This is an optimization exercise on Yosys and OpenROAD, whose aim is small area, a short achievable clock period and few clock cycles per item, not a production implementation. Where RTL was checked, it was by simulation tests only, not by an equivalence proof against the original. Power and IR drop assume default switching activity.

==> v18: inputs <==
==> flow/design.v (excerpt) <==
module process_id_sha256_uuidv8 (
  input  logic                               clk,
  input  logic                               rst_n,
  input  logic                               in_valid,
  output logic                               in_ready,
  input  pidsha_pkg::pidsha_in_t             in_data,
  output logic                               out_valid,
  input  logic                               out_ready,
  output pidsha_pkg::pidsha_out_t            out_data,
  input  logic                               cfg_valid,
  output logic                               cfg_ready,
  input  logic [pidsha_pkg::CFG_IDX_W-1:0]   cfg_index,
  input  logic [63:0]                        cfg_data
);
Settings: LEC_CHECK=0, CAP_MARGIN=20, CORE_MARGIN=2, CORE_UTILIZATION=40, CTS_BUF_LIST=sky130_fd_sc_hd__clkbuf_8, SLEW_MARGIN=20, TNS_END_PERCENT=5; clock period 10.0 ns.
standard.sh (not shown) runs the stock make flow with config.mk's settings and CLKGATE_MAP_FILE= SYNTH_SCRIPT=/design/flow/synth_recipe.tcl, a recipe that flattens the netlist after the stock synthesis.
==> flow/flow/run.sh <==
#!/bin/bash
# The standard layout (standard.sh: ORFS synthesis to final layout) with three changes:
#  - no full/half-adder cell extraction in synthesis (ADDER_MAP_FILE empty), so the
#    carry-save rows are mapped by abc like the rest of the logic; the registers are the
#    standard synthesis's, since only the mapping of adder logic changes;
#  - timing repair aims at a setup slack of 6 ns;
#  - ports are buffered with buf_2 cells.
set -euo pipefail
export ADDER_MAP_FILE=
export SETUP_SLACK_MARGIN=6.0
export BUFFER_PORTS_ARGS="-buffer_cell sky130_fd_sc_hd__buf_2"
bash standard.sh > standard.log 2>&1
==> inputs of v30, as changes to v18 <==
--- a/flow/design.v
+++ b/flow/design.v
@@ -82,128 +82,114 @@
   input  logic       rst_n,
   input  logic       in_valid,
   output logic       in_ready,
   output logic       out_valid,
   input  logic       out_ready,
   input  logic       cfg_valid,
   output logic       run,        
-  output logic [5:0] cnt,        
+  output logic [5:0] round,      
   output logic       hold,       
   output logic       start,      
   output logic       last_round  
 );
   logic       run_r;
-  logic [5:0] cnt_r;
+  logic [5:0] round_r;
   logic       ov_r;
   logic       last;
   logic       last_r;     
   logic       primed_r;   
   assign last = last_r;
   always_ff @(posedge clk) begin
     if (!rst_n) begin
       run_r   <= 1'b0;
-      cnt_r   <= 6'd1;
+      round_r <= '0;
       ov_r    <= 1'b0;
       last_r  <= 1'b0;
       primed_r <= 1'b0;
     end else begin
       primed_r <= !cfg_valid;
-      last_r   <= run_r && (cnt_r == 6'd0);
+      last_r   <= run_r && (round_r == 6'd62);
       if (run_r) begin
-        run_r <= !last;
-        cnt_r <= last ? 6'd1 : cnt_r + 1'b1;
+        run_r   <= !last;
+        round_r <= round_r + 1'b1;
       end else begin
-        run_r <= start;
-        cnt_r <= start ? 6'd2 : 6'd1;
+        run_r   <= start;
+        round_r <= '0;
       end
       if (last) begin
         ov_r <= 1'b1;
       end else if (out_ready) begin
         ov_r <= 1'b0;
       end
     end
   end
   assign start     = !run_r && in_valid && primed_r && (!ov_r || out_ready);
   assign in_ready  = last;
   assign out_valid = ov_r;
   assign run       = run_r;
-  assign cnt       = cnt_r;
+  assign round     = round_r;
   assign hold      = ov_r && !out_ready;
   assign last_round = last_r;
 endmodule
 `timescale 1ns / 1ps
 module pidsha_dp (
   input  logic                                clk,
   input  logic                                rst_n,
   input  logic                                cfg_valid,
   input  logic [pidsha_pkg::CFG_IDX_W-1:0]    cfg_index,
   input  logic [63:0]                         cfg_data,
   input  pidsha_pkg::pidsha_in_t              in_data,
   input  logic                                run,
-  input  logic [5:0]                          cnt,
+  input  logic [5:0]                          round,
   input  logic                                hold,
   input  logic                                start,
   input  logic                                last,
   output pidsha_pkg::pidsha_out_t             out_data
 );
   logic [63:0] guid_high_r;
   logic [63:0] guid_low_r;
   logic [63:0] sys_time_r;
-  logic [31:0] va, vb, vc, vd, ve, vf, vg;   
+  logic [31:0] va, vb, vc, vd, ve, vf, vg, vh;
   logic [31:0] sched_r [16];
   logic [31:0] hkw_r;
   logic [31:0] msg [16];
   logic [31:0] w_next;
   logic [31:0] new_w;
+  logic [31:0] k_next;
   logic [31:0] k_r;
   logic [31:0] hkw_g;
-  logic [31:0] w_s1, w_c1, w_s2, w_c2;
-  logic [31:0] k_s, k_c;
   logic [31:0] s0, s1, ch, mj;
   logic [31:0] e_s1, e_c1, e_s2, e_c2;
   logic [31:0] a_s1, a_c1, a_s2, a_c2, a_s3, a_c3;
   logic [31:0] new_a, new_e;
   logic [31:0] h0, h1, h2, h3;
   function automatic logic [31:0] round_kx(input logic [5:0] idx);
-    round_kx = (idx == 6'd63) ? 32'h307b5f59 : pidsha_pkg::round_k(idx);
+    round_kx = (idx == 6'd63) ? pidsha_pkg::round_k(idx) + pidsha_pkg::initial_h(0)
+                              : pidsha_pkg::round_k(idx);
   endfunction
-  function automatic logic [31:0] ks_add(input logic [31:0] x, input logic [31:0] y);
-    logic [31:0] p, g, gp, pp;
-    p  = x ^ y;
-    g  = x & y;
-    gp = g;
-    pp = p;
-    for (int l = 1; l < 32; l = l * 2) begin
-      for (int i = 31; i >= l; i--) begin
-        gp[i] = gp[i] | (pp[i] & gp[i-l]);
-        pp[i] = pp[i] & pp[i-l];
-      end
-    end
-    ks_add = p ^ {gp[30:0], 1'b0};
-  endfunction
-  localparam logic [31:0] G_PRIME = 32'h5be0cd19 + 32'h428a2f98 - 32'h71374491;
   function automatic logic [31:0] csa_s(input logic [31:0] x, input logic [31:0] y, input logic [31:0] z);
     csa_s = x ^ y ^ z;
   endfunction
   function automatic logic [31:0] csa_c(input logic [31:0] x, input logic [31:0] y, input logic [31:0] z);
     logic [31:0] m;
     m = (x & y) | (x & z) | (y & z);
     csa_c = {m[30:0], 1'b0};
   endfunction
-  logic [63:0] cfg_wdata;
-  assign cfg_wdata = rst_n ? cfg_data : '0;
   always_ff @(posedge clk) begin
-    if (!rst_n || (cfg_valid && cfg_index == pidsha_pkg::CFG_GUID_HIGH)) begin
-      guid_high_r <= cfg_wdata;
-    end
-    if (!rst_n || (cfg_valid && cfg_index == pidsha_pkg::CFG_GUID_LOW)) begin
-      guid_low_r <= cfg_wdata;
-    end
-    if (!rst_n || (cfg_valid && cfg_index == pidsha_pkg::CFG_SYSTEM_TIME)) begin
-      sys_time_r <= cfg_wdata;
+    if (!rst_n) begin
+      guid_high_r <= '0;
+      guid_low_r  <= '0;
+      sys_time_r  <= '0;
+    end else if (cfg_valid) begin
+      unique case (cfg_index)
+        pidsha_pkg::CFG_GUID_HIGH:   guid_high_r <= cfg_data;
+        pidsha_pkg::CFG_GUID_LOW:    guid_low_r  <= cfg_data;
+        pidsha_pkg::CFG_SYSTEM_TIME: sys_time_r  <= cfg_data;
+        default: ;
+      endcase
     end
   end
   always_comb begin
     msg[0]  = pidsha_pkg::bswap32(guid_high_r[63:32]);
     msg[1]  = {guid_high_r[23:16], guid_high_r[31:24], guid_high_r[7:0], guid_high_r[15:8]};
     msg[2]  = guid_low_r[63:32];
     msg[3]  = guid_low_r[31:0];
@@ -217,83 +203,83 @@
     msg[11] = '0;
     msg[12] = '0;
     msg[13] = '0;
     msg[14] = '0;
     msg[15] = pidsha_pkg::MSG_BIT_LEN;
   end
   always_comb begin
-    w_s1  = csa_s(sched_r[9], sched_r[0], pidsha_pkg::small_sigma0(sched_r[1]));
-    w_c1  = csa_c(sched_r[9], sched_r[0], pidsha_pkg::small_sigma0(sched_r[1]));
-    w_s2  = csa_s(w_s1, w_c1, pidsha_pkg::small_sigma1(sched_r[14]));
-    w_c2  = csa_c(w_s1, w_c1, pidsha_pkg::small_sigma1(sched_r[14]));
-    new_w = ks_add(w_s2, w_c2);
+    new_w = pidsha_pkg::small_sigma1(sched_r[14]) + sched_r[9]
+          + pidsha_pkg::small_sigma0(sched_r[1]) + sched_r[0];
     if (!run) begin
       w_next = start ? msg[1] : msg[0];
-    end else if (cnt == 6'd1) begin
+    end else if (round == 6'd63) begin
       w_next = msg[0];
-    end else if (cnt >= 6'd2 && cnt <= 6'd15) begin
-      w_next = msg[cnt[3:0]];
+    end else if (round <= 6'd13) begin
+      w_next = msg[round[3:0] + 4'd2];
     end else begin
       w_next = new_w;
     end
   end
   always_ff @(posedge clk) begin
     for (int i = 0; i < 15; i++) begin
       sched_r[i] <= sched_r[i+1];
     end
     sched_r[15] <= w_next;
   end
-  always_ff @(posedge clk) begin
-    k_r <= round_kx(cnt);
-  end
   always_comb begin
-    hkw_g = vg;
-    k_s   = csa_s(hkw_g, k_r, sched_r[15]);
-    k_c   = csa_c(hkw_g, k_r, sched_r[15]);
+    if (run) begin
+      k_next = (round == 6'd63) ? round_kx(6'd0) : round_kx(round + 6'd2);
+    end else begin
+      k_next = start ? round_kx(6'd1) : round_kx(6'd0);
+    end
+    hkw_g = run ? vg : pidsha_pkg::initial_h(7);
   end
   always_ff @(posedge clk) begin
-    hkw_r <= ks_add(k_s, k_c);
+    k_r   <= k_next;
+    hkw_r <= hkw_g + k_r + sched_r[15];
   end
   always_comb begin
     s0 = pidsha_pkg::big_sigma0(va);
     s1 = pidsha_pkg::big_sigma1(ve);
     ch = (ve & vf) ^ (~ve & vg);
     mj = (va & vb) ^ (va & vc) ^ (vb & vc);
     e_s1 = csa_s(vd, hkw_r, ch);
     e_c1 = csa_c(vd, hkw_r, ch);
     e_s2 = csa_s(e_s1, e_c1, s1);
     e_c2 = csa_c(e_s1, e_c1, s1);
-    new_e = ks_add(e_s2, e_c2);
+    new_e = e_s2 + e_c2;
     a_s1 = csa_s(hkw_r, ch, mj);
     a_c1 = csa_c(hkw_r, ch, mj);
     a_s2 = csa_s(a_s1, a_c1, s0);
     a_c2 = csa_c(a_s1, a_c1, s0);
     a_s3 = csa_s(a_s2, a_c2, s1);
     a_c3 = csa_c(a_s2, a_c2, s1);
-    new_a = ks_add(a_s3, a_c3);
+    new_a = a_s3 + a_c3;
   end
   always_ff @(posedge clk) begin
     if (run) begin
       va <= new_a;
       vb <= last ? va + pidsha_pkg::initial_h(1) : va;
       vc <= last ? vb + pidsha_pkg::initial_h(2) : vb;
       vd <= last ? vc + pidsha_pkg::initial_h(3) : vc;
       ve <= new_e;
       vf <= ve;
-      vg <= last ? G_PRIME : vf;
+      vg <= vf;
+      vh <= vg;
     end else begin
       if (!hold) begin
         va <= pidsha_pkg::initial_h(0);
         vb <= pidsha_pkg::initial_h(1);
         vc <= pidsha_pkg::initial_h(2);
         vd <= pidsha_pkg::initial_h(3);
       end
       ve <= pidsha_pkg::initial_h(4);
       vf <= pidsha_pkg::initial_h(5);
-      vg <= start ? pidsha_pkg::initial_h(6) : G_PRIME;
+      vg <= pidsha_pkg::initial_h(6);
+      vh <= pidsha_pkg::initial_h(7);
     end
   end
   always_comb begin
     h0 = va;
     h1 = vb;
     h2 = vc;
     h3 = vd;
@@ -315,41 +301,41 @@
   output pidsha_pkg::pidsha_out_t            out_data,
   input  logic                               cfg_valid,
   output logic                               cfg_ready,
   input  logic [pidsha_pkg::CFG_IDX_W-1:0]   cfg_index,
   input  logic [63:0]                        cfg_data
 );
   logic       run;
-  logic [5:0] cnt;
+  logic [5:0] round;
   logic       hold;
   logic       start;
   logic       last;
   assign cfg_ready = 1'b1;
   pidsha_ctrl u_ctrl (
     .clk       (clk),
     .rst_n     (rst_n),
     .in_valid  (in_valid),
     .in_ready  (in_ready),
     .out_valid (out_valid),
     .out_ready (out_ready),
     .cfg_valid (cfg_valid),
     .run       (run),
-    .cnt       (cnt),
+    .round     (round),
     .hold      (hold),
     .start     (start),
     .last_round(last)
   );
   pidsha_dp u_dp (
     .clk       (clk),
     .rst_n     (rst_n),
     .cfg_valid (cfg_valid),
     .cfg_index (cfg_index),
     .cfg_data  (cfg_data),
     .in_data   (in_data),
     .run       (run),
-    .cnt       (cnt),
+    .round     (round),
     .hold      (hold),
     .start     (start),
     .last      (last),
     .out_data  (out_data)
   );
 endmodule
==> flow/run.sh (new file) <==
#!/bin/bash
# synth_recipe.tcl (not shown) runs the flow's synth.tcl, then flattens the netlist and writes it again
# the make line also repeats each setting of config.mk as NAME=value (left out here)
make -C /OpenROAD-flow-scripts/flow DESIGN_CONFIG=/design/flow/config.mk WORK_HOME=/design/flow/orfs CLKGATE_MAP_FILE= SYNTH_SCRIPT=/design/flow/synth_recipe.tcl finish
Settings changed: CTS_BUF_LIST sky130_fd_sc_hd__clkbuf_8 to unset, SETUP_SLACK_MARGIN set to 5.0, TNS_END_PERCENT 5 to 10.
removed: flow/flow/run.sh
removed: flow/standard.sh
==> inputs of v13, as changes to v18 <==
--- a/flow/design.v
+++ b/flow/design.v
@@ -176,34 +176,34 @@
       for (int i = 31; i >= l; i--) begin
         gp[i] = gp[i] | (pp[i] & gp[i-l]);
         pp[i] = pp[i] & pp[i-l];
       end
     end
     ks_add = p ^ {gp[30:0], 1'b0};
   endfunction
-  localparam logic [31:0] G_PRIME = 32'h5be0cd19 + 32'h428a2f98 - 32'h71374491;
   function automatic logic [31:0] csa_s(input logic [31:0] x, input logic [31:0] y, input logic [31:0] z);
     csa_s = x ^ y ^ z;
   endfunction
   function automatic logic [31:0] csa_c(input logic [31:0] x, input logic [31:0] y, input logic [31:0] z);
     logic [31:0] m;
     m = (x & y) | (x & z) | (y & z);
     csa_c = {m[30:0], 1'b0};
   endfunction
-  logic [63:0] cfg_wdata;
-  assign cfg_wdata = rst_n ? cfg_data : '0;
   always_ff @(posedge clk) begin
-    if (!rst_n || (cfg_valid && cfg_index == pidsha_pkg::CFG_GUID_HIGH)) begin
-      guid_high_r <= cfg_wdata;
-    end
-    if (!rst_n || (cfg_valid && cfg_index == pidsha_pkg::CFG_GUID_LOW)) begin
-      guid_low_r <= cfg_wdata;
-    end
-    if (!rst_n || (cfg_valid && cfg_index == pidsha_pkg::CFG_SYSTEM_TIME)) begin
-      sys_time_r <= cfg_wdata;
+    if (!rst_n) begin
+      guid_high_r <= '0;
+      guid_low_r  <= '0;
+      sys_time_r  <= '0;
+    end else if (cfg_valid) begin
+      unique case (cfg_index)
+        pidsha_pkg::CFG_GUID_HIGH:   guid_high_r <= cfg_data;
+        pidsha_pkg::CFG_GUID_LOW:    guid_low_r  <= cfg_data;
+        pidsha_pkg::CFG_SYSTEM_TIME: sys_time_r  <= cfg_data;
+        default: ;
+      endcase
     end
   end
   always_comb begin
     msg[0]  = pidsha_pkg::bswap32(guid_high_r[63:32]);
     msg[1]  = {guid_high_r[23:16], guid_high_r[31:24], guid_high_r[7:0], guid_high_r[15:8]};
     msg[2]  = guid_low_r[63:32];
     msg[3]  = guid_low_r[31:0];
@@ -242,15 +242,15 @@
     end
     sched_r[15] <= w_next;
   end
   always_ff @(posedge clk) begin
     k_r <= round_kx(cnt);
   end
   always_comb begin
-    hkw_g = vg;
+    hkw_g = run ? vg : pidsha_pkg::initial_h(7) + pidsha_pkg::round_k(6'd0) - pidsha_pkg::round_k(6'd1);
     k_s   = csa_s(hkw_g, k_r, sched_r[15]);
     k_c   = csa_c(hkw_g, k_r, sched_r[15]);
   end
   always_ff @(posedge clk) begin
     hkw_r <= ks_add(k_s, k_c);
   end
   always_comb begin
@@ -275,25 +275,25 @@
     if (run) begin
       va <= new_a;
       vb <= last ? va + pidsha_pkg::initial_h(1) : va;
       vc <= last ? vb + pidsha_pkg::initial_h(2) : vb;
       vd <= last ? vc + pidsha_pkg::initial_h(3) : vc;
       ve <= new_e;
       vf <= ve;
-      vg <= last ? G_PRIME : vf;
+      vg <= vf;
     end else begin
       if (!hold) begin
         va <= pidsha_pkg::initial_h(0);
         vb <= pidsha_pkg::initial_h(1);
         vc <= pidsha_pkg::initial_h(2);
         vd <= pidsha_pkg::initial_h(3);
       end
       ve <= pidsha_pkg::initial_h(4);
       vf <= pidsha_pkg::initial_h(5);
-      vg <= start ? pidsha_pkg::initial_h(6) : G_PRIME;
+      vg <= pidsha_pkg::initial_h(6);
     end
   end
   always_comb begin
     h0 = va;
     h1 = vb;
     h2 = vc;
     h3 = vd;
==> flow/flow/run.sh (replaced) <==
#!/bin/bash
# The standard layout (standard.sh: ORFS synthesis to final layout) with three changes:
#  - no full/half-adder cell extraction in synthesis (ADDER_MAP_FILE empty), so the
#    carry-save rows are mapped by abc like the rest of the logic; the registers are the
#    standard synthesis's, since only the mapping of adder logic changes;
#  - timing repair aims at a setup slack of 6.5 ns;
#  - ports are buffered with buf_2 cells.
set -euo pipefail
export ADDER_MAP_FILE=
export SETUP_SLACK_MARGIN=6.5
export BUFFER_PORTS_ARGS="-buffer_cell sky130_fd_sc_hd__buf_2"
bash standard.sh > standard.log 2>&1
Settings changed: TNS_END_PERCENT 5 to 10.
==> summary of the runs <==
- v13 ran to the end with no violations. v30 went through all stages and came out clean. v18 went through all stages and came out clean.
- The highest synthesized area belongs to v13, the lowest to v18.
- In v13 the clock skew is higher than in v18, by 1.1 ps.
- The highest wire length belongs to v13, the lowest to v30.
- Cell area: v30 is smaller than v18 (0.34%).
- Of v13 and v18, v18 has the higher sequential power (gap 8.3%, measured against v18).
- Sequential cell count is the same in v30 and v13.
- The lowest final cell count belongs to v30, the highest to v13.
==> figures <==
                                                                               v30         v13         v18
Fill cells                                                                   11800       11800       11700
DRT Pass-1 Iters                                                                 8           9           9
Placed Area                                                             0.0545 mm2  0.0540 mm2  0.0532 mm2
Slew at the pin closest to its max-slew limit                              1090 ps     1160 ps     1150 ps
Taps Inserted                                                                 1650        1662        1650
Sequential Power Share                                                       24.2%       19.4%       21.6%
Met2 layer usage reported by global route                                    40.3%       41.4%       40.7%
Die Wd                                                                      359 um      363 um      359 um
Clock-pin slew of the registers on the worst-case setup and hold paths       70 ps       70 ps       60 ps
Number of buffers added by the clock tree synthesis step                       105         166         168
Run status                                                timing/DRC/antenna clean  timing/DRC/antenna clean  timing/DRC/antenna clean
Overall via count from detail_route                                          38300       43500       39900
Detailed Route Iter0 Violations                                               4016        4698        4270
Standard-cell row count                                                        130         131         130
Clock buffers                                                                  131         201         193
Number of antenna violations at the first check in global routing                9          19          15
Testbench counts of v30, summed over its fixed seeds: cycles 24,976, items 384.
Function not checked in v18 and v13: the RTL went through the layout flow alone.

## port drivers added, routing unchanged
The results above use ideal ports. As a check the final layouts listed here were re-extracted and re-timed, cells and wires unchanged. Step 1, drivers: a clkbuf_16 drives clk and a buf_2 each remaining input, both assumed. Step 2 times the ports against the registers' clock, not the clock port: input delays grow and output delays shrink by t, the midpoint of the rising clock arrivals with the driver on. Three values: no drivers, after step 1, after step 2; two values: the first two.
run | shift t [ns] | setup WS [ns] | hold WS [ns] | latest minus earliest clock arrival (ns) | worst register clock-pin slew, ns
v18 | 0.953 | 4.960 / 4.960 / 4.960 | 0.288 / 0.288 / 0.288 | 0.077 / 0.077 | 0.07 / 0.07
v30 | 0.808 | 5.034 / 5.034 / 5.034 | 0.278 / 0.278 / 0.278 | 0.103 / 0.103 | 0.07 / 0.07
v13 | 0.957 | 5.649 / 5.649 / 5.346 | 0.301 / 0.301 / 0.301 | 0.080 / 0.080 | 0.07 / 0.07
After both steps every run listed still meets setup and hold. For v13, which loses most, drivers alone change the setup slack by 0.000 ns; drivers and shift together by -0.303 ns.
